Background: an optimization exercise with open tools, aiming at small area, a short achievable clock period and few clock cycles per item. Do not read the settings as production practice. The RTL was checked by simulation tests, not by an equivalence proof against the original design. Power is estimated from default activity; no workload was simulated.

## flow/config.mk

```make
export PLATFORM = sky130hd
export DESIGN_NAME = dmem_responder
export DESIGN_NICKNAME = dmem_responder
export VERILOG_FILES = /design/flow/design.v
export SDC_FILE = /design/flow/constraint.sdc
export NUM_CORES = 4
export LEC_CHECK = 0
export CAP_MARGIN = 30
export CORE_MARGIN = 2
export CORE_UTILIZATION = 45
export CTS_CLUSTER_DIAMETER = 80
export CTS_CLUSTER_SIZE = 30
export SETUP_SLACK_MARGIN = 2.9
export SLEW_MARGIN = 40
export SYNTH_HIERARCHICAL = 1
export SYNTH_MEMORY_MAX_BITS = 8192
export TNS_END_PERCENT = 100
```

## flow/constraint.sdc

```tcl
create_clock -name core_clock -period 5.5 [get_ports {clk}]
set_input_delay 1.1000 -clock core_clock [delete_from_list [all_inputs] [get_ports {clk}]]
set_output_delay 1.1000 -clock core_clock [all_outputs]
set_load 0.01 [all_outputs]
```

## flow/design.v

```verilog
package dmem_pkg;
  localparam int DMEM_ADDR_W = 9;
  localparam int DMEM_DATA_W = 32;
  localparam int DMEM_DEPTH  = 128;
endpackage
module dmem_pair #(
  parameter int DATA_W = 32
) (
  input  logic              clk,
  input  logic              we0,
  input  logic              wen0,
  input  logic              we1,
  input  logic              wen1,
  input  logic [DATA_W-1:0] x,
  input  logic              rl0,
  input  logic              rl1,
  output logic [DATA_W-1:0] r
);
  logic [DATA_W-1:0] s0_q, s1_q;
  always_ff @(posedge clk) begin
    s0_q <= ~(({DATA_W{we0}} & x) | ({DATA_W{wen0}} & s0_q));
    s1_q <= ~(({DATA_W{we1}} & x) | ({DATA_W{wen1}} & s1_q));
  end
  assign r = ~(({DATA_W{rl0}} | s0_q) & ({DATA_W{rl1}} | s1_q));
endmodule
module dmem_bank #(
  parameter int DATA_W = 32,
  parameter int BWORDS = 16,
  parameter int BIDX_W = 4
) (
  input  logic              clk,
  input  logic              we,
  input  logic [BIDX_W-1:0] waddr,
  input  logic              re,
  input  logic [BIDX_W-1:0] raddr,
  input  logic [DATA_W-1:0] x,
  output logic [DATA_W-1:0] r
);
  localparam int NPAIR = BWORDS / 2;
  logic [BWORDS-1:0] wsel;
  logic [BWORDS-1:0] rsel_n;
  logic [DATA_W-1:0] pr [NPAIR];
  genvar gi;
  for (gi = 0; gi < BWORDS; gi++) begin : g_dec
    assign wsel[gi]   = we && (waddr == BIDX_W'(gi));
    assign rsel_n[gi] = !(re && (raddr == BIDX_W'(gi)));
  end
  for (gi = 0; gi < NPAIR; gi++) begin : g_pair
    dmem_pair #(
      .DATA_W (DATA_W)
    ) u_pair (
      .clk  (clk),
      .we0  (wsel[2*gi]),
      .wen0 (!wsel[2*gi]),
      .we1  (wsel[2*gi+1]),
      .wen1 (!wsel[2*gi+1]),
      .x    (x),
      .rl0  (rsel_n[2*gi]),
      .rl1  (rsel_n[2*gi+1]),
      .r    (pr[gi])
    );
  end
  always_comb begin
    r = '0;
    for (int i = 0; i < NPAIR; i++) begin
      r = r | pr[i];
    end
  end
endmodule
module dmem_array #(
  parameter int DATA_W = 32,
  parameter int DEPTH  = 128,
  parameter int IDX_W  = 7
) (
  input  logic              clk,
  input  logic              wgo,
  input  logic [IDX_W-1:0]  waddr,
  input  logic [DATA_W-1:0] wdata,
  input  logic              re,
  input  logic [IDX_W-1:0]  raddr,
  output logic [DATA_W-1:0] rdata
);
  localparam int BWORDS = 16;
  localparam int BIDX_W = 4;
  localparam int NBANK  = DEPTH / BWORDS;
  localparam int BSEL_W = IDX_W - BIDX_W;
  logic              phase_q;
  logic [DATA_W-1:0] x_q;
  logic [IDX_W-1:0]  waddr_q;
  logic [DATA_W-1:0] rsel;
  logic [DATA_W-1:0] rdata_q;
  logic [DATA_W-1:0] br [NBANK];
  always_ff @(posedge clk) begin
    phase_q <= ~phase_q;
  end
  always_ff @(posedge clk) begin
    waddr_q <= waddr;
    x_q     <= ~(wdata ^ {DATA_W{phase_q}});
  end
  genvar gi;
  for (gi = 0; gi < NBANK; gi++) begin : g_bank
    dmem_bank #(
      .DATA_W (DATA_W),
      .BWORDS (BWORDS),
      .BIDX_W (BIDX_W)
    ) u_bank (
      .clk   (clk),
      .we    (wgo && (waddr_q[IDX_W-1:BIDX_W] == BSEL_W'(gi))),
      .waddr (waddr_q[BIDX_W-1:0]),
      .re    (re && (raddr[IDX_W-1:BIDX_W] == BSEL_W'(gi))),
      .raddr (raddr[BIDX_W-1:0]),
      .x     (x_q),
      .r     (br[gi])
    );
  end
  always_comb begin
    rsel = '0;
    for (int i = 0; i < NBANK; i++) begin
      rsel = rsel | br[i];
    end
  end
  always_ff @(posedge clk) begin
    rdata_q <= rsel ^ {DATA_W{re && !phase_q}};
  end
  assign rdata = rdata_q;
endmodule
module dmem_responder #(
  parameter int ADDR_W = dmem_pkg::DMEM_ADDR_W,
  parameter int DATA_W = dmem_pkg::DMEM_DATA_W,
  parameter int DEPTH  = dmem_pkg::DMEM_DEPTH
) (
  input  logic              clk,
  input  logic              reset,
  input  logic              req_valid,
  input  logic              req_write,
  input  logic [ADDR_W-1:0] req_addr,
  input  logic [DATA_W-1:0] req_wdata,
  output logic              req_ready,
  output logic              stall_o,
  output logic              rsp_valid,
  output logic              rsp_err,
  output logic [DATA_W-1:0] rsp_rdata
);
  localparam int IDX_W = ADDR_W - 2;
  logic busy_q;    
  logic rsp_q;     
  logic rdy_q;     
  logic err_q;     
  logic wgo_q;     
  logic accept;
  logic aligned;
  assign accept  = req_valid && !busy_q;
  assign aligned = (req_addr[1:0] == 2'b00);
  always_ff @(posedge clk or negedge reset) begin
    if (!reset) begin
      busy_q <= 1'b0;
      rsp_q  <= 1'b0;
      rdy_q  <= 1'b1;
      err_q  <= 1'b0;
      wgo_q  <= 1'b0;
    end else begin
      busy_q <= accept;
      rsp_q  <= accept;
      rdy_q  <= !accept;
      err_q  <= accept && !aligned;
      wgo_q  <= accept && req_write && aligned;
    end
  end
  dmem_array #(
    .DATA_W (DATA_W),
    .DEPTH  (DEPTH),
    .IDX_W  (IDX_W)
  ) u_array (
    .clk   (clk),
    .wgo   (wgo_q),
    .waddr (req_addr[ADDR_W-1:2]),
    .wdata (req_wdata),
    .re    (aligned),
    .raddr (req_addr[ADDR_W-1:2]),
    .rdata (rsp_rdata)
  );
  assign req_ready = rdy_q;
  assign stall_o   = req_valid && rdy_q;
  assign rsp_valid = rsp_q;
  assign rsp_err   = err_q;
endmodule
```

## flow/run.sh

```bash
#!/bin/bash
# synth_recipe.tcl (not shown) runs the flow's synth.tcl, then flattens the netlist and writes it again
# the make line also repeats each setting of config.mk as NAME=value (left out here)
make -C /OpenROAD-flow-scripts/flow DESIGN_CONFIG=/design/flow/config.mk WORK_HOME=/design/flow/orfs CLKGATE_MAP_FILE= SYNTH_SCRIPT=/design/flow/synth_recipe.tcl finish
```

==> insert_results.sql, run 1 <==
INSERT INTO impl_metrics (metric_group, metric, value, unit) VALUES
('outcome', 'run_status', 'timing/DRC/antenna clean', ''),
('floorplanning', 'floorplan.rows', '208', ''),
('cts', 'clock_root_buffer_master', 'sky130_fd_sc_hd__clkbuf_16', ''),
('logic_synthesis', 'synthMuxAreaShare', '0', '%'),
('worst_setup_path', 'worst_path_arrival_time', '4150', 'ps'),
('timing', 'slew_headroom', '10.40', '%'),
('grt', 'global_route.overflow_total', '0', ''),
('worst_setup_path', 'crit_slowest_cell', 'sky130_fd_sc_hd__nor4_4', ''),
('cts', 'numCtsBuffers', '177', ''),
('place', 'port_buffers', '80', ''),
('logic_synthesis', 'synth_fa_ha_area_share', '0', '%'),
('logic_synthesis', 'postSynthNetCount', '13090', ''),
('cts', 'clk_latency', '990', 'ps'),
('routing', 'dr.pass1.iters', '9', ''),
('timing', 'slew_viol_final', '0', ''),
('floorplanning', 'design.die.area', '327000', 'um2'),
('finish', 'syn2layout_area_growth', '16.83', '%'),
('cts', 'cts_tree', 'done', ''),
('finish', 'drive_gt1_share', '19.41', '%'),
('place', 'globalplace.congestion', '0.9215', ''),
('timing', 'hold_viol', '0', ''),
('routing', 'detail_route.vias_per_cell', '7.269', ''),
('logic_synthesis', 'synth_cell_types', '35', ''),
('timing', 'fmax', '0.2999', 'GHz'),
('grt', 'grt_util_all_layers', '35.51', '%'),
('grt', 'grt_max_degree', '129', ''),
('routing', 'routed_wirelength', '615.4', 'mm'),
('timing', 'finalSetupViolCount', '0', ''),
('floorplanning', 'floorplan.initialDensity', '45.22', '%'),
('worst_setup_path', 'setup.worst_path.class', 'in -> reg', ''),
('logic_synthesis', 'share_of_the_synthesized_area_in_compound_gates_ao_oa_aoi_oai', '30.02', '%'),
('floorplanning', 'die_y', '571.8', 'um'),
('routing', 'drt_iter0_drc', '21450', ''),
('logic_synthesis', 'synth_top_family_by_area', 'compound AO/OA/AOI/OAI gates', ''),
('worst_setup_path', 'setup.worst_path.start_class', 'primary input', ''),
('routing', 'drt-wirelength-per-cell', '34.87', 'um'),
('worst_setup_path', 'critPathCaptureType', 'flop', ''),
('logic_synthesis', 'post_synth_and_or_nand_nor_area_fraction', '5.406', '%'),
('power_and_ir_drop', 'powerDensity', '294.5', 'nW/um2'),
('grt', 'grt_pass1_vias', '120400', ''),
('timing', 'fin_worst_skew', '109.4', 'ps'),
('finish', 'nFillCells', '27250', ''),
('cts', 'cts.hold.buffers_added', '0', ''),
('worst_setup_path', 'timing.reg2reg.setup_slack', '2770', 'ps'),
('logic_synthesis', 'yosysSeqAreaShare', '57.58', '%'),
('floorplanning', 'placeableCoreArea', '320900', 'um2'),
('timing', 'rsz0062_at_grt', 'true', ''),
('logic_synthesis', 'postSynthRegisterBits', '4172', ''),
('worst_setup_path', 'critPathMaxFanout', '32', ''),
('routing', 'drc_errors', '0', ''),
('floorplanning', 'io_pins', '81', ''),
('cts', 'cts-htree-levels', '4', ''),
('finish', 'nets', '13290', ''),
('worst_setup_path', 'crit_path_max_cell_delay', '650', 'ps'),
('worst_setup_path', 'cp_data_required_time', '6310', 'ps'),
('grt', 'grt_pass1_wl', '864.8', 'mm'),
('power_and_ir_drop', 'irDropWorstVdd', '306.9', 'uV'),
('logic_synthesis', 'syn_area', '145100', 'um2'),
('cts', 'cts-root-to-sink-buffers', '4', ''),
('cts', 'path_clk_slew', '110', 'ps'),
('grt', 'antenna_found_initial', '13', ''),
('timing', 'fin_crit', '3335', 'ps'),
('logic_synthesis', 'synth_area_per_cell', '11.12', 'um2'),
('hold_path', 'worst_hold_path_type', 'in -> reg', ''),
('run', 'cap_violations', '0', ''),
('place', 'hpwlAfterDp', '350.1', 'mm'),
('timing', 'final_total_negative_setup_slack', '0', 'ps'),
('routing', 'drtAntennaViolNets', '0', ''),
('timing', 'min_period_over_period', '60.64', '%'),
('floorplanning', 'die_x', '571.8', 'um'),
('timing', 'fin_hold_ws', '282.8', 'ps'),
('worst_setup_path', 'critical_path.top_delay_family', 'simple AND/OR/NAND/NOR gates', ''),
('logic_synthesis', 'synth_xor_xnor_area_share', '0.4381', '%'),
('worst_setup_path', 'critical_path_buf_inv_count', '4', ''),
('routing', 'vias', '128300', ''),
('worst_setup_path', 'crit_path_cell_trace', 'buf_8, nand2b_4, nor3_4, buf_12, buf_6, nor3b_2, nand2_1, buf_12, o22ai_1, nor4_1, nand2_2, nor4_4, nand2_1, xnor2_2', ''),
('logic_synthesis', 'syn-instance-count', '13050', ''),
('power_and_ir_drop', 'total_leakage_power', '78.88', 'nW'),
('cts', 'clock_sink_count', '4172', ''),
('timing', 'worst-slew-pin-transition', '1344', 'ps'),
('logic_synthesis', 'yosysWarningCount', '12', '');
-- synth_stat cells (all sizes together) --
cell type,n,area (um2)
xnor2,64,635.6
and3b,16,140.1
nand2b,22,137.6
nand2,437,1648
dfstp,1,26.28
dfxtp,4168,83440
a22oi,4096,30750
dfrtp,3,75.07
o22ai,2048,12810
nand4,40,250.2
nor3b,24,220.2
buf,1199,9455
nor4,576,3603
and2,1,7.510
or4,16,150.2
nand3b,16,120.1
or3b,8,90.09
nand3,72,360.4
nor3,36,220.2
nor2,126,475.5
or3,16,100.1
inv,10,60.05
nor2b,41,264.0
and3,9,56.30
-- logic make-up (layout without fill, tap and decap cells) --
group,count (synthesis),count (layout)
AOI/OAI and AO/OA,6144,6144
DFF,4172,4172
and+or+nand+nor,1456,1490
buffers and inverters,1209,1471
xor gates and xnor gates,64,64
other,0,6
-- sequential cells by signal, summed over array words and instances, names as in the netlist --
name                                      count
u_array.g_bank.u_bank.g_pair.u_pair.s0_q   2048
u_array.g_bank.u_bank.g_pair.u_pair.s1_q   2048
u_array.rdata_q                              32
u_array.x_q                                  32
u_array.waddr_q                               7
busy_q                                        1
err_q                                         1
rdy_q                                         1
u_array.phase_q                               1
wgo_q                                         1
-- routing by layer --
metal,global-route usage (%),vias to the layer above,wire [um],share of wire (%)
li1,-,52860,-,-
met1,45.43,64360,229200,37
met2,51.61,9300,259200,42
met3,8.557,1791,73450,12
met4,27.16,8,53550,8.7
met5,0,-,60,0.0097
-- placed cells by master, fill, tap and decap left out, types with 136 or more instances in the layout --
master | Yosys | layout
sky130_fd_sc_hd__clkbuf_16 | 0 | 187
sky130_fd_sc_hd__nor4_1 | 576 | 246
sky130_fd_sc_hd__nor4_4 | 0 | 182
sky130_fd_sc_hd__buf_4 | 67 | 693
sky130_fd_sc_hd__dfxtp_1 | 4168 | 4097
sky130_fd_sc_hd__o22ai_1 | 2048 | 1871
sky130_fd_sc_hd__buf_6 | 523 | 136
sky130_fd_sc_hd__nor4_2 | 0 | 148
sky130_fd_sc_hd__a22oi_1 | 4096 | 4096
sky130_fd_sc_hd__buf_12 | 1 | 172
sky130_fd_sc_hd__nand2_1 | 436 | 162
-- worst register-to-register path, cell delays in order (launching register included) --
cell,delay [ps]
sky130_fd_sc_hd__dfxtp_1,370
sky130_fd_sc_hd__nand2b_2,380
sky130_fd_sc_hd__nor2_4,350
sky130_fd_sc_hd__buf_4,230
sky130_fd_sc_hd__and3b_1,430
sky130_fd_sc_hd__nand3_2,540
sky130_fd_sc_hd__a22oi_1,360
-- power breakdown --
group	switching (W)	internal, W
clock	0.0102	0.00667
combinational	0.00113	0.000574
sequential	0.000631	0.0307
total	0.0119	0.0380
-- stage by stage --
step           worst slack, ps  power (W)  instance area, um2  instances  utilization [%]
5_1_grt                   2201    0.05113              169500      17650            52.83
3_5_place_dp            -538.7    0.03342              149500      16860            46.60
3_3_place_gp             -1604    0.03331              147700      16810            46.03
2_1_floorplan             2615    0.03241              145400      13050                -
6_report                  2165    0.04993              169500      17650            52.83
4_1_cts                   2313    0.04981              166900      17530            52.02
-- layout make-up --
type                    count  area [um2]  share of cell area [%]
clock inverters            72       952.2                  0.5617
well taps                4305        5386                   3.177
multi-input cells        7698       60620                   35.76
repair buffers           1189       14060                   8.294
clock buffers             200        4639                   2.737
flip-flops and latches   4172       83790                   49.43
inverters                  10       60.06                 0.03543
diodes                      6       15.01                0.008857
-- final timing paths --
check / startpoint / to / depth (start not counted)
worst max-delay path: req_addr[6] / u_array.rdata_q[5] / 14
worst min-delay path: req_addr[6] / u_array.waddr_q[4] / 1
worst max register to register: u_array.waddr_q[6] / u_array.g_bank[3].u_bank.g_pair[3].u_pair.s1_q[21] / 6
worst min register to register: u_array.g_bank[3].u_bank.g_pair[3].u_pair.s0_q[8] / u_array.g_bank[3].u_bank.g_pair[3].u_pair.s0_q[8] / 1
max in group asynchronous: reset / rdy_q / 1
min in group asynchronous: reset / err_q / 1
-- what timing repair did --
| action | 4_1_cts | 5_1_grt |
|---|---|---|
| endpoints found under the setup margin | 3238 | 782 |
| gates resized for setup | 1543 | 269 |
| setup buffers | 309 | 92 |
| hold endpoints to repair | 0 | 0 |
| cloned | 91 | 14 |
| pin swaps | 335 | 156 |
Testbench counts, summed over its fixed seeds: cycles 9,600, items 4,800.
==> inputs of run 2 (changes only) <==
--- a/flow/design.v
+++ b/flow/design.v
@@ -23,6 +23,24 @@
   end
   assign r = ~(({DATA_W{rl0}} | s0_q) & ({DATA_W{rl1}} | s1_q));
 endmodule
+module dmem_nor2 #(
+  parameter int DATA_W = 32
+) (
+  input  logic [DATA_W-1:0] a,
+  input  logic [DATA_W-1:0] b,
+  output logic [DATA_W-1:0] y
+);
+  assign y = ~(a | b);
+endmodule
+module dmem_nand2 #(
+  parameter int DATA_W = 32
+) (
+  input  logic [DATA_W-1:0] a,
+  input  logic [DATA_W-1:0] b,
+  output logic [DATA_W-1:0] y
+);
+  assign y = ~(a & b);
+endmodule
 module dmem_bank #(
   parameter int DATA_W = 32,
   parameter int BWORDS = 16,
@@ -34,7 +52,7 @@
   input  logic              re,
   input  logic [BIDX_W-1:0] raddr,
   input  logic [DATA_W-1:0] x,
-  output logic [DATA_W-1:0] r
+  output logic [DATA_W-1:0] r_n
 );
   localparam int NPAIR = BWORDS / 2;
   logic [BWORDS-1:0] wsel;
@@ -60,12 +78,15 @@
       .r    (pr[gi])
     );
   end
-  always_comb begin
-    r = '0;
-    for (int i = 0; i < NPAIR; i++) begin
-      r = r | pr[i];
-    end
-  end
+  logic [DATA_W-1:0] t1 [4];
+  logic [DATA_W-1:0] t2 [2];
+  for (gi = 0; gi < 4; gi++) begin : g_t1
+    dmem_nor2 #(.DATA_W(DATA_W)) u_g (.a(pr[2*gi]), .b(pr[2*gi+1]), .y(t1[gi]));
+  end
+  for (gi = 0; gi < 2; gi++) begin : g_t2
+    dmem_nand2 #(.DATA_W(DATA_W)) u_g (.a(t1[2*gi]), .b(t1[2*gi+1]), .y(t2[gi]));
+  end
+  dmem_nor2 #(.DATA_W(DATA_W)) u_t3 (.a(t2[0]), .b(t2[1]), .y(r_n));
 endmodule
 module dmem_array #(
   parameter int DATA_W = 32,
@@ -89,7 +110,9 @@
   logic [IDX_W-1:0]  waddr_q;
   logic [DATA_W-1:0] rsel;
   logic [DATA_W-1:0] rdata_q;
-  logic [DATA_W-1:0] br [NBANK];
+  logic [DATA_W-1:0] br_n [NBANK];
+  logic [DATA_W-1:0] u1 [4];
+  logic [DATA_W-1:0] u2 [2];
   always_ff @(posedge clk) begin
     phase_q <= ~phase_q;
   end
@@ -110,15 +133,16 @@
       .re    (re && (raddr[IDX_W-1:BIDX_W] == BSEL_W'(gi))),
       .raddr (raddr[BIDX_W-1:0]),
       .x     (x_q),
-      .r     (br[gi])
+      .r_n   (br_n[gi])
     );
   end
-  always_comb begin
-    rsel = '0;
-    for (int i = 0; i < NBANK; i++) begin
-      rsel = rsel | br[i];
-    end
-  end
+  for (gi = 0; gi < 4; gi++) begin : g_u1
+    dmem_nand2 #(.DATA_W(DATA_W)) u_g (.a(br_n[2*gi]), .b(br_n[2*gi+1]), .y(u1[gi]));
+  end
+  for (gi = 0; gi < 2; gi++) begin : g_u2
+    dmem_nor2 #(.DATA_W(DATA_W)) u_g (.a(u1[2*gi]), .b(u1[2*gi+1]), .y(u2[gi]));
+  end
+  dmem_nand2 #(.DATA_W(DATA_W)) u_u3 (.a(u2[0]), .b(u2[1]), .y(rsel));
   always_ff @(posedge clk) begin
     rdata_q <= rsel ^ {DATA_W{re && !phase_q}};
   end
--- a/flow/config.mk
+++ b/flow/config.mk
@@ -14,4 +14,4 @@
 export SLEW_MARGIN = 40
 export SYNTH_HIERARCHICAL = 1
 export SYNTH_MEMORY_MAX_BITS = 8192
-export TNS_END_PERCENT = 100
+export TNS_END_PERCENT = 5
==> run 2 against run 1 <==
Against the previous run: sequential share of layout area up 2.5 points; sequential power about the same; core utilization down 3.5 points; die area up 1.9%; synthesized area up 1.9%; hold slack worse by 22 ps; routed wire length down 6.7%; critical path depth down 1; largest power group unchanged; combinational power about the same.
==> insert_results.sql, run 2 <==
INSERT INTO impl_metrics (metric_group, metric, value, unit) VALUES
('timing', 'fin_worst_skew', '84.13', 'ps'),
('worst_setup_path', 'crit_slowest_cell', 'sky130_fd_sc_hd__nor2_1', ''),
('logic_synthesis', 'post_synth_main_area_contributors', 'sky130_fd_sc_hd__dfxtp_1, sky130_fd_sc_hd__a22oi_1, sky130_fd_sc_hd__o22ai_1', ''),
('finish', 'post-route-util', '49.36', '%'),
('floorplanning', 'floorplan.rows', '210', ''),
('logic_synthesis', 'synth-async-reset-ratio', '0.09588', '%'),
('worst_setup_path', 'cp_common_cell', 'sky130_fd_sc_hd__nand2_1', ''),
('floorplanning', 'placeableCoreArea', '327100', 'um2'),
('logic_synthesis', 'postSynthNetCount', '14240', ''),
('worst_setup_path', 'cp_data_required_time', '6350', 'ps'),
('place', 'globalplace.congestion', '0.9103', ''),
('logic_synthesis', 'yosysWarningCount', '18', ''),
('finish', 'syn2layout_area_growth', '9.162', '%'),
('cts', 'clock_root_buffer_master', 'sky130_fd_sc_hd__clkbuf_16', ''),
('power_and_ir_drop', 'total_leakage_power', '76.71', 'nW'),
('timing', 'fmax', '0.3224', 'GHz'),
('worst_setup_path', 'critPathMaxFanout', '32', ''),
('timing', 'rsz0062_at_grt', 'true', ''),
('worst_setup_path', 'setup.worst_path.class', 'in -> reg', ''),
('timing', 'finalSetupViolCount', '0', ''),
('hold_path', 'worst_hold_path_type', 'in -> reg', ''),
('finish', 'drive_gt1_share', '12.48', '%'),
('outcome', 'run_status', 'timing/DRC/antenna clean', ''),
('finish', 'biggest_regs', 'u_array.g_bank.u_bank.g_pair.u_pair.s0_q (2048), u_array.g_bank.u_bank.g_pair.u_pair.s1_q (2048)', ''),
('place', 'dp_slack', '-8.699', 'ps'),
('logic_synthesis', 'syn_area', '147900', 'um2'),
('timing', 'fin_crit', '3101', 'ps'),
('logic_synthesis', 'synth_flop_cell', 'sky130_fd_sc_hd__dfxtp_1', ''),
('worst_setup_path', 'worstRegToRegCells', '7', ''),
('power_and_ir_drop', 'powerDensity', '312.3', 'nW/um2'),
('grt', 'grt_pass1_wl', '811.6', 'mm'),
('floorplanning', 'io_pins', '81', ''),
('cts', 'cts.hold.buffers_added', '0', ''),
('routing', 'drt_iter0_drc', '17860', ''),
('worst_setup_path', 'crit_path_cell_trace', 'buf_16, buf_6, nor2b_4, nand3_1, buf_8, o22ai_1, nor2_1, nand2_1, nor2_4, nand2_1, nor2_4, nand2_1, xnor2_1', ''),
('worst_setup_path', 'crit_path_max_cell_delay', '340', 'ps'),
('worst_setup_path', 'worst_path_arrival_time', '3960', 'ps'),
('routing', 'routed_wirelength', '574.0', 'mm'),
('grt', 'grt_max_degree', '109', ''),
('timing', 'final_total_negative_setup_slack', '0', 'ps'),
('cts', 'cts-htree-levels', '4', ''),
('cts', 'numCtsBuffers', '180', ''),
('routing', 'drc_errors', '0', ''),
('power_and_ir_drop', 'irDropWorstVdd', '275.4', 'uV'),
('logic_synthesis', 'synthDominantCellAreaShare', '56.41', '%'),
('power_and_ir_drop', 'totalPowerFinal', '0.05043', 'W'),
('grt', 'global_route.overflow_total', '0', ''),
('floorplanning', 'die_x', '577.3', 'um'),
('cts', 'path_clk_slew', '110', 'ps'),
('routing', 'dr.pass1.iters', '9', ''),
('routing', 'detail_route.vias_per_cell', '6.823', ''),
('finish', 'layout.cells.most_common', 'sky130_fd_sc_hd__dfxtp_1', ''),
('timing', 'worst-slew-pin-transition', '1006', 'ps'),
('timing', 'slew_headroom', '32.90', '%'),
('timing', 'slew_viol_final', '0', ''),
('cts', 'clock_sink_count', '4172', ''),
('logic_synthesis', 'synth-edff-count', '0', ''),
('worst_setup_path', 'worstReg2RegEnd', 'u_array.g_bank[0].u_bank.g_pair[2].u_pair.s0_q[19]', ''),
('run', 'cap_violations', '0', ''),
('floorplanning', 'design.die.area', '333300', 'um2'),
('logic_synthesis', 'postSynthRegisterBits', '4172', ''),
('timing', 'postLayoutSetupSlackWorst', '2399', 'ps'),
('logic_synthesis', 'synth_common_cells', 'sky130_fd_sc_hd__dfxtp_1, sky130_fd_sc_hd__a22oi_1, sky130_fd_sc_hd__o22ai_1, sky130_fd_sc_hd__nor2_1, sky130_fd_sc_hd__nand2_1', ''),
('worst_setup_path', 'timing.reg2reg.setup_slack', '2510', 'ps'),
('logic_synthesis', 'synth_cell_types', '34', ''),
('place', 'hpwlAfterDp', '335.2', 'mm'),
('finish', 'commonest_cells_after_routing_fill_and_taps_aside', 'sky130_fd_sc_hd__dfxtp_1, sky130_fd_sc_hd__a22oi_1, sky130_fd_sc_hd__o22ai_1, sky130_fd_sc_hd__nor2_1, sky130_fd_sc_hd__nand2_1', ''),
('grt', 'grt_util_all_layers', '32.27', '%'),
('logic_synthesis', 'post_synthesis_cell_type_with_the_largest_combined_area', 'sky130_fd_sc_hd__dfxtp_1', ''),
('hold_path', 'worst_min_delay_path_startpoint', 'req_addr[8]', ''),
('worst_setup_path', 'setup.worst_path.start_class', 'primary input', ''),
('place', 'port_buffers', '80', ''),
('timing', 'min_period_over_period', '56.39', '%'),
('timing', 'fin_hold_ws', '261.0', 'ps'),
('finish', 'nets', '13980', ''),
('cts', 'clk_latency', '970', 'ps'),
('worst_setup_path', 'timing.rr.start', 'u_array.waddr_q[6]', ''),
('grt', 'antenna_found_initial', '12', ''),
('cts', 'cts_tree', 'done', ''),
('timing', 'hold_viol', '0', ''),
('logic_synthesis', 'synth_area_per_cell', '10.42', 'um2'),
('floorplanning', 'floorplan.initialDensity', '45.22', '%'),
('logic_synthesis', 'yosysSeqAreaShare', '56.48', '%'),
('routing', 'drt-wirelength-per-cell', '31.21', 'um'),
('hold_path', 'timing.hold.worst_endpoint', 'u_array.waddr_q[6]', ''),
('cts', 'cts-root-to-sink-buffers', '4', ''),
('logic_synthesis', 'syn-instance-count', '14200', ''),
('hold_path', 'worst_hold_path.num_cells', '1', ''),
('routing', 'vias', '125500', ''),
('logic_synthesis', 'synth.most_common_cell', 'sky130_fd_sc_hd__dfxtp_1', ''),
('worst_setup_path', 'critPathCaptureType', 'flop', ''),
('routing', 'drtAntennaViolNets', '0', ''),
('floorplanning', 'die_y', '577.3', 'um'),
('grt', 'grt_pass1_vias', '113800', '');
-- run 2: cell count changes after synthesis, moves of 2 or more --
cell / change
sky130_fd_sc_hd__nor4_1: -576
sky130_fd_sc_hd__buf_2: +3
sky130_fd_sc_hd__buf_6: +2
sky130_fd_sc_hd__nand2_1: +384
sky130_fd_sc_hd__nor2_1: +1344
sky130_fd_sc_hd__xnor2_2: -8
sky130_fd_sc_hd__buf_4: -3
sky130_fd_sc_hd__xnor2_1: +8
-- run 2: final cells by class --
cell class,count,area [um2]
Antenna cell,11,27.53
Timing Repair Buffer,734,8138
Clock buffer,208,4745
Multi-Input combinational cell,8833,58180
Fill cell,30080,165700
Inverter,10,57.56
Tap cell,4346,5438
Sequential cell,4172,83800
Clock inverter,76,1077
-- run 2: worst max-delay path by stage --
stage                startpoint  cells after the start                                            endpoint
finish              req_addr[2]                     13                                 u_array.rdata_q[10]
global route        req_addr[6]                     16                                 u_array.rdata_q[10]
CTS                       wgo_q                      6  u_array.g_bank[7].u_bank.g_pair[6].u_pair.s1_q[30]
detailed placement  req_addr[7]                     15                                 u_array.rdata_q[21]
global placement    req_addr[7]                     15                                 u_array.rdata_q[21]
floorplan           req_addr[0]                     14                                 u_array.rdata_q[29]
-- run 2: where the power goes --
part	switching [W]	internal (W)
logic	0.00114	0.000571
registers	0.000718	0.0308
clock network	0.0103	0.00692
-- run 2: kinds of logic (layout without fill, tap and decap cells) --
group | after synthesis | in the layout | synth area share [%]
xor+xnor | 64 | 64 | 0.3891
buf+inv | 1210 | 1028 | 6.428
compound gates | 6144 | 6144 | 29.45
flops | 4172 | 4172 | 56.48
other cells | 0 | 11 | 0
simple gates | 2608 | 2625 | 7.254
-- run 2: critical path: cells and delay by family --
kind | cells | cell delay [ps]
buf+inv | 3 | 790
xor+xnor | 1 | 130
simple gates | 8 | 1640
compound gates | 1 | 130
-- run 2: metrics by stage --
step                cells  area, um2
global placement    17890     149600
finish              18390     161500
detailed placement  17910     150200
CTS                 18300     159400
global route        18380     161400
floorplan           14200     148100
-- run 2: what timing repair did --
action / 4_1_cts / 5_1_grt
setup buffers: 76 / 62
setup endpoints to repair: 1667 / 2706
gates cloned: 25 / 13
gates resized for setup: 881 / 247
pin swaps: 99 / 83
-- run 2: layer usage --
| metal | global-route usage (%) | part of all wire, % | up-vias |
|---|---|---|---|
| met2 | 47.64 | 43 | 6944 |
| met5 | 0 | 0.0040 | - |
| li1 | - | - | 54210 |
| met3 | 5.203 | 9.9 | 1161 |
| met1 | 44.62 | 41 | 63160 |
| met4 | 18.66 | 6.5 | 4 |
Testbench counts of run 2, summed over its fixed seeds: cycles 9,600, items 4,800.
==> inputs of run 3 (changes only) <==
--- a/flow/config.mk
+++ b/flow/config.mk
@@ -7,11 +7,10 @@
 export LEC_CHECK = 0
 export CAP_MARGIN = 30
 export CORE_MARGIN = 2
-export CORE_UTILIZATION = 45
+export CORE_UTILIZATION = 50
 export CTS_CLUSTER_DIAMETER = 80
-export CTS_CLUSTER_SIZE = 30
+export CTS_CLUSTER_SIZE = 25
 export SETUP_SLACK_MARGIN = 2.9
 export SLEW_MARGIN = 40
 export SYNTH_HIERARCHICAL = 1
 export SYNTH_MEMORY_MAX_BITS = 8192
-export TNS_END_PERCENT = 5
==> run 3 against run 2 <==
Against the previous run: non-clock buffer count up 85; cell count down 2.0%; worst setup slack better by 56 ps; synthesized cell count unchanged; global-route usage up 4.0 points; sequential share of layout area down 1.2 points; register-to-register slack better by 280 ps; critical path type unchanged.
==> insert_results.sql, run 3 <==
INSERT INTO impl_metrics (metric_group, metric, value, unit) VALUES
('grt', 'grt_pass1_vias', '118300', ''),
('routing', 'drtAntennaViolNets', '0', ''),
('floorplanning', 'design.die.area', '300200', 'um2'),
('finish', 'commonest_cells_after_routing_fill_and_taps_aside', 'sky130_fd_sc_hd__dfxtp_1, sky130_fd_sc_hd__a22oi_1, sky130_fd_sc_hd__o22ai_1, sky130_fd_sc_hd__nor2_1, sky130_fd_sc_hd__nand2_1', ''),
('worst_setup_path', 'setup.worst_path.start_class', 'primary input', ''),
('grt', 'grt_pass1_wl', '825.0', 'mm'),
('logic_synthesis', 'postSynthRegisterBits', '4172', ''),
('logic_synthesis', 'synth-edff-count', '0', ''),
('timing', 'slew_headroom', '33.09', '%'),
('worst_setup_path', 'setup.worst_path.class', 'in -> reg', ''),
('routing', 'drc_errors', '0', ''),
('routing', 'drt_iter0_drc', '21080', ''),
('grt', 'antenna_found_initial', '20', ''),
('grt', 'globalRouteMet2Util', '52.35', '%'),
('place', 'hpwlAfterDp', '343.3', 'mm'),
('floorplanning', 'floorplan.rows', '199', ''),
('finish', 'drive_gt1_share', '14.69', '%'),
('finish', 'nFillCells', '24990', ''),
('cts', 'clock_sink_count', '4172', ''),
('routing', 'vias', '129500', ''),
('power_and_ir_drop', 'powerDensity', '303.0', 'nW/um2'),
('hold_path', 'worst_hold_path.num_cells', '1', ''),
('logic_synthesis', 'synth_common_cells', 'sky130_fd_sc_hd__dfxtp_1, sky130_fd_sc_hd__a22oi_1, sky130_fd_sc_hd__o22ai_1, sky130_fd_sc_hd__nor2_1, sky130_fd_sc_hd__nand2_1', ''),
('logic_synthesis', 'synth_cell_types', '34', ''),
('routing', 'routed_wirelength', '594.0', 'mm'),
('logic_synthesis', 'synth_flop_cell', 'sky130_fd_sc_hd__dfxtp_1', ''),
('place', 'globalplace.congestion', '0.9080', ''),
('routing', 'detail_route.vias_per_cell', '7.186', ''),
('worst_setup_path', 'cp_data_required_time', '6340', 'ps'),
('timing', 'finalSetupViolCount', '0', ''),
('floorplanning', 'die_y', '547.9', 'um'),
('place', 'placedCellCount', '17500', ''),
('finish', 'ff_latch_area', '83780', 'um2'),
('routing', 'drt-wirelength-per-cell', '32.96', 'um'),
('power_and_ir_drop', 'total_leakage_power', '77.99', 'nW'),
('routing', 'dr.pass1.iters', '9', ''),
('logic_synthesis', 'synth-async-reset-ratio', '0.09588', '%'),
('finish', 'syn2layout_area_growth', '11.64', '%'),
('outcome', 'run_status', 'timing/DRC/antenna clean', ''),
('finish', 'biggest_regs', 'u_array.g_bank.u_bank.g_pair.u_pair.s0_q (2048), u_array.g_bank.u_bank.g_pair.u_pair.s1_q (2048)', ''),
('grt', 'grt_busiest_layer', 'met2', ''),
('logic_synthesis', 'synth_area_per_cell', '10.42', 'um2'),
('grt', 'global_route.overflow_total', '0', ''),
('logic_synthesis', 'syn-instance-count', '14200', ''),
('timing', 'hold_viol', '0', ''),
('worst_setup_path', 'critPathCaptureType', 'flop', ''),
('logic_synthesis', 'post_synth_main_area_contributors', 'sky130_fd_sc_hd__dfxtp_1, sky130_fd_sc_hd__a22oi_1, sky130_fd_sc_hd__o22ai_1', ''),
('grt', 'grt_max_degree', '129', ''),
('finish', 'nets', '14090', ''),
('place', 'port_buffers', '80', ''),
('timing', 'fin_hold_ws', '322.2', 'ps'),
('grt', 'met1_usage', '49.96', '%'),
('logic_synthesis', 'yosysWarningCount', '18', ''),
('finish', 'post-route-util', '56.15', '%'),
('grt', 'groute.layer.met3.usage', '7.337', '%'),
('timing', 'min_period_over_period', '55.37', '%'),
('finish', 'multi_input_area', '60160', 'um2'),
('cts', 'cts-htree-levels', '4', ''),
('timing', 'fmax', '0.3284', 'GHz'),
('finish', 'layout.cells.most_common', 'sky130_fd_sc_hd__dfxtp_1', ''),
('cts', 'path_clk_slew', '100', 'ps'),
('logic_synthesis', 'yosysSeqAreaShare', '56.48', '%'),
('grt', 'grt_util_all_layers', '36.29', '%'),
('cts', 'cts_tree', 'done', ''),
('floorplanning', 'placeableCoreArea', '294100', 'um2'),
('worst_setup_path', 'worstRegToRegCells', '4', ''),
('cts', 'cts-root-to-sink-buffers', '4', ''),
('timing', 'fin_worst_skew', '50.93', 'ps'),
('cts', 'numCtsBuffers', '195', ''),
('floorplanning', 'io_pins', '81', ''),
('logic_synthesis', 'post_synthesis_cell_type_with_the_largest_combined_area', 'sky130_fd_sc_hd__dfxtp_1', ''),
('floorplanning', 'floorplan.initialDensity', '50.30', '%'),
('timing', 'worst-slew-pin-transition', '1004', 'ps'),
('logic_synthesis', 'syn_area', '147900', 'um2'),
('power_and_ir_drop', 'irDropWorstVdd', '271.6', 'uV'),
('worst_setup_path', 'critPathMaxFanout', '16', ''),
('logic_synthesis', 'postSynthNetCount', '14240', ''),
('timing', 'slew_viol_final', '0', ''),
('hold_path', 'worst_hold_path_type', 'in -> reg', ''),
('floorplanning', 'die_x', '547.9', 'um'),
('timing', 'rsz0062_at_grt', 'true', ''),
('cts', 'clock_root_buffer_master', 'sky130_fd_sc_hd__clkbuf_16', ''),
('run', 'cap_violations', '0', ''),
('cts', 'clk_latency', '950', 'ps'),
('finish', 'instances_no_fill', '18020', ''),
('timing', 'fin_crit', '3045', 'ps'),
('logic_synthesis', 'synth.most_common_cell', 'sky130_fd_sc_hd__dfxtp_1', ''),
('worst_setup_path', 'worst_path_arrival_time', '3880', 'ps'),
('logic_synthesis', 'synthDominantCellAreaShare', '56.41', '%');
run 3: stage by stage:
| step | setup TNS (ps) | setup WS (ps) | total power, W | instance area, um2 |
|---|---|---|---|---|
| after CTS | 0 | 2636 | 0.04994 | 161100 |
| after floorplan | 0 | 2527 | 0.03244 | 148100 |
| after global placement | -7438 | -605.9 | 0.03349 | 149400 |
| final | 0 | 2455 | 0.05003 | 165100 |
| after detailed placement | -4912 | -457.5 | 0.03358 | 151200 |
| after global routing | 0 | 2510 | 0.05122 | 165100 |
run 3: worst paths after layout:
check | startpoint | slack [ps] | to
worst max-delay path | req_addr[6] | 2450 | u_array.rdata_q[22]
worst min-delay path | req_addr[8] | 320 | u_array.waddr_q[6]
worst max register to register | u_array.waddr_q[3] | 2790 | u_array.g_bank[6].u_bank.g_pair[7].u_pair.s1_q[0]
worst min register to register | u_array.g_bank[1].u_bank.g_pair[1].u_pair.s0_q[29] | 440 | u_array.g_bank[1].u_bank.g_pair[1].u_pair.s0_q[29]
max in group asynchronous | reset | 4900 | rdy_q
min in group asynchronous | reset | 360 | err_q
run 3: cells by family after synthesis:
logic type	count (synthesis)	synth area share (%)
buf+inv	1210	6.428
flops	4172	56.48
simple gates	2608	7.254
compound gates	6144	29.45
xor+xnor	64	0.3891
run 3: per-layer routing:
| layer | part of all wire (%) | up-vias |
|---|---|---|
| met1 | 39 | 64800 |
| met4 | 7.0 | 14 |
| met3 | 12 | 1402 |
| met2 | 42 | 8961 |
| met5 | 0.014 | - |
| li1 | - | 54330 |
run 3: layout make-up:
type,count,area share [%]
Antenna cell,5,0.007577
Clock buffer,227,3.173
Clock inverter,24,0.1909
Inverter,10,0.03486
Multi-Input combinational cell,8847,36.43
Sequential cell,4172,50.74
Tap cell,3919,2.970
Timing Repair Buffer,819,6.455
run 3: worst max-delay path, cell delays in order:
cell and delay [ps]:
sky130_fd_sc_hd__buf_6 170, sky130_fd_sc_hd__nand2b_4 260, sky130_fd_sc_hd__nor2_4 100, sky130_fd_sc_hd__buf_12 140
sky130_fd_sc_hd__nor2b_4 150, sky130_fd_sc_hd__nand4_1 160, sky130_fd_sc_hd__buf_6 170, sky130_fd_sc_hd__clkbuf_16 200
sky130_fd_sc_hd__o22ai_1 100, sky130_fd_sc_hd__nor2_1 150, sky130_fd_sc_hd__nand2_2 130, sky130_fd_sc_hd__nor2_4 430
sky130_fd_sc_hd__nand2_2 160, sky130_fd_sc_hd__nor2_4 140, sky130_fd_sc_hd__buf_6 110, sky130_fd_sc_hd__nand2_4 50
sky130_fd_sc_hd__xnor2_1 120
run 3: timing repair:
item,4_1_cts,5_1_grt
resized for setup,1036,462
setup buffers,84,99
pin swaps,152,182
hold endpoints to repair,0,0
gates cloned,27,47
setup endpoints to repair,2506,1550
hold buffers,0,0
run 3: power by group:
group / internal (W) / switching (W) / total (W)
logic: 0.000572 / 0.00120 / 0.00177
clock network: 0.00695 / 0.00991 / 0.0169
registers: 0.0308 / 0.000655 / 0.0314
==> inputs of run 4 (changes only) <==
--- a/flow/config.mk
+++ b/flow/config.mk
@@ -7,10 +7,11 @@
 export LEC_CHECK = 0
 export CAP_MARGIN = 30
 export CORE_MARGIN = 2
-export CORE_UTILIZATION = 50
+export CORE_UTILIZATION = 42
 export CTS_CLUSTER_DIAMETER = 80
-export CTS_CLUSTER_SIZE = 25
+export CTS_CLUSTER_SIZE = 28
 export SETUP_SLACK_MARGIN = 2.9
 export SLEW_MARGIN = 40
 export SYNTH_HIERARCHICAL = 1
 export SYNTH_MEMORY_MAX_BITS = 8192
+export TNS_END_PERCENT = 5
==> run 4 against run 3 <==
Against the previous run: largest power group unchanged; via count is 2.1% lower; synthesized area stayed put; largest cell class unchanged; highest routed layer unchanged; count of clock-buffer cells in the layout is 19 lower.
==> insert_results.sql, run 4 <==
INSERT INTO impl_metrics (metric_group, metric, value, unit) VALUES
('routing', 'vias', '126800', ''),
('floorplanning', 'die_y', '597.4', 'um'),
('grt', 'antenna_found_initial', '21', ''),
('logic_synthesis', 'synth-edff-count', '0', ''),
('grt', 'grt_max_degree', '113', ''),
('timing', 'slew_headroom', '30.15', '%'),
('finish', 'commonest_cells_after_routing_fill_and_taps_aside', 'sky130_fd_sc_hd__dfxtp_1, sky130_fd_sc_hd__a22oi_1, sky130_fd_sc_hd__o22ai_1, sky130_fd_sc_hd__nor2_1, sky130_fd_sc_hd__nand2_1', ''),
('place', 'globalplace.congestion', '0.8726', ''),
('cts', 'cts_tree', 'done', ''),
('worst_setup_path', 'setup.worst_path.class', 'in -> reg', ''),
('routing', 'drt_iter0_drc', '18030', ''),
('finish', 'layout.cells.most_common', 'sky130_fd_sc_hd__dfxtp_1', ''),
('cts', 'cts-htree-levels', '4', ''),
('logic_synthesis', 'syn-instance-count', '14200', ''),
('worst_setup_path', 'critPathMaxFanout', '4', ''),
('power_and_ir_drop', 'irDropWorstVdd', '237.2', 'uV'),
('routing', 'detail_route.vias_per_cell', '6.783', ''),
('grt', 'grt_util_all_layers', '30.80', '%'),
('routing', 'drtAntennaViolNets', '0', ''),
('run', 'cap_violations', '0', ''),
('routing', 'routed_wirelength', '581.6', 'mm'),
('logic_synthesis', 'synth.most_common_cell', 'sky130_fd_sc_hd__dfxtp_1', ''),
('logic_synthesis', 'synth_flop_cell', 'sky130_fd_sc_hd__dfxtp_1', ''),
('logic_synthesis', 'synth_area_per_cell', '10.42', 'um2'),
('worst_setup_path', 'setup.worst_path.start_class', 'primary input', ''),
('floorplanning', 'placeableCoreArea', '350000', 'um2'),
('logic_synthesis', 'post_synthesis_cell_type_with_the_largest_combined_area', 'sky130_fd_sc_hd__dfxtp_1', ''),
('cts', 'cts-root-to-sink-buffers', '4', ''),
('grt', 'grt_pass1_wl', '827.5', 'mm'),
('outcome', 'run_status', 'timing/DRC/antenna clean', ''),
('finish', 'post-route-util', '47.54', '%'),
('timing', 'final_total_negative_setup_slack', '0', 'ps'),
('logic_synthesis', 'synth_cell_types', '34', ''),
('timing', 'min_period_over_period', '54.46', '%');
run 4: routing by layer:
layer	up-vias	wire, um	GRT usage [%]	part of all wire, %
met1	63660	235700	42.31	41
met5	-	73	0	0.013
li1	54300	-	-	-
met4	14	34270	16.43	5.9
met3	1159	65150	6.424	11
met2	7623	246500	45.22	42
run 4: worst max-delay path: stages:
cell and delay [ps]:
sky130_fd_sc_hd__buf_6 70, sky130_fd_sc_hd__nor2_4 30, sky130_fd_sc_hd__buf_12 130, sky130_fd_sc_hd__nand2_8 100
sky130_fd_sc_hd__nor3_4 50, sky130_fd_sc_hd__buf_12 140, sky130_fd_sc_hd__buf_8 120, sky130_fd_sc_hd__buf_6 110
sky130_fd_sc_hd__nor3b_4 160, sky130_fd_sc_hd__nand2_4 140, sky130_fd_sc_hd__bufbuf_16 280, sky130_fd_sc_hd__o22ai_1 80
sky130_fd_sc_hd__nor2_1 240, sky130_fd_sc_hd__nand2_1 140, sky130_fd_sc_hd__nor2_4 260, sky130_fd_sc_hd__nand2_4 160
sky130_fd_sc_hd__nor2_4 240, sky130_fd_sc_hd__nand2_2 140, sky130_fd_sc_hd__xnor2_2 160
run 4: cell type report:
type                    count  area [um2]  share of cell area, %
clock inverters            52       852.1                 0.5122
flip-flops and latches   4172       83740                  50.33
inverters                  10       57.56                0.03460
well taps                4599        5754                  3.459
diodes                     24       60.06                0.03610
multi-input cells        8839       61120                  36.74
repair buffers            782        9872                  5.934
clock buffers             208        4913                  2.953
run 4: final timing paths:
path	slack [ps]	start	cells past startpoint	endpoint
worst min-delay path	310	reset	1	busy_q
max in group asynchronous	4950	reset	1	rdy_q
worst max register to register	2650	u_array.waddr_q[0]	5	u_array.g_bank[6].u_bank.g_pair[4].u_pair.s1_q[30]
min in group core_clock	340	req_addr[8]	1	u_array.waddr_q[6]
worst min register to register	440	u_array.g_bank[2].u_bank.g_pair[3].u_pair.s0_q[28]	1	u_array.g_bank[2].u_bank.g_pair[3].u_pair.s0_q[28]
worst max-delay path	2500	req_addr[0]	19	u_array.rdata_q[24]
run 4: where the power goes:
part | internal [W] | total [W] | switching (W)
logic | 0.000552 | 0.00171 | 0.00115
clock network | 0.00704 | 0.0173 | 0.0102
registers | 0.0307 | 0.0313 | 0.000571
total | 0.0383 | 0.0503 | 0.0120
run 4: cell families after synthesis:
kind of cell / count (synthesis) / synth area share (%)
AND/OR/NAND/NOR: 2608 / 7.254
buffers and inverters: 1210 / 6.428
AO/OA/AOI/OAI: 6144 / 29.45
XOR/XNOR: 64 / 0.3891
flip-flops: 4172 / 56.48
run 4: what timing repair did:
action                                   CTS  global route
setup buffers                            169            12
endpoints found under the setup margin  3350          1338
gates resized for setup                 1486           266
gates cloned                              66             9
pin swaps                                369           151
run 4: through the flow:
stage / hold slack (ps) / std cells / setup WS (ps) / area (um2)
floorplan: 414.8 / 14200 / 2527 / 148100
global placement: 424.7 / 18110 / 242.5 / 149700
detailed placement: 430.4 / 18140 / 263.9 / 150500
CTS: 278.0 / 18640 / 2601 / 164700
global route: 320.7 / 18670 / 2527 / 166300
finish: 312.6 / 18690 / 2505 / 166400

-- port drivers added, routing unchanged --
How much do the figures lean on ideal ports? The routed layouts below were timed once more, with nothing changed but the port constraints.
Step 1 assumes that a clkbuf_16 drives the clock port and a buf_2 every other input.
Step 2, shift: input delay + t, output delay - t, t = (earliest + latest rising clock arrival at the registers) / 2. This alone moves slack from input paths to output paths.
a / b / c = ideal ports / drivers / drivers and shift; a / b = the first two.
| run | t (ns) | setup WS [ns] | worst setup path at the end |
|---|---|---|---|
| run 1 | 1.044 | 2.165 / 1.980 / 0.936 | input to register |
| run 2 | 1.032 | 2.399 / 2.135 / 1.103 | input to register |
| run 3 | 1.030 | 2.455 / 2.397 / 1.366 | input to register |
| run 4 | 1.070 | 2.505 / 2.310 / 1.240 | input to register |
After both steps setup and hold are still met in every run listed. The setup slack of run 2, which loses most, moves by -0.264 ns with the drivers and by -1.296 ns with both steps.
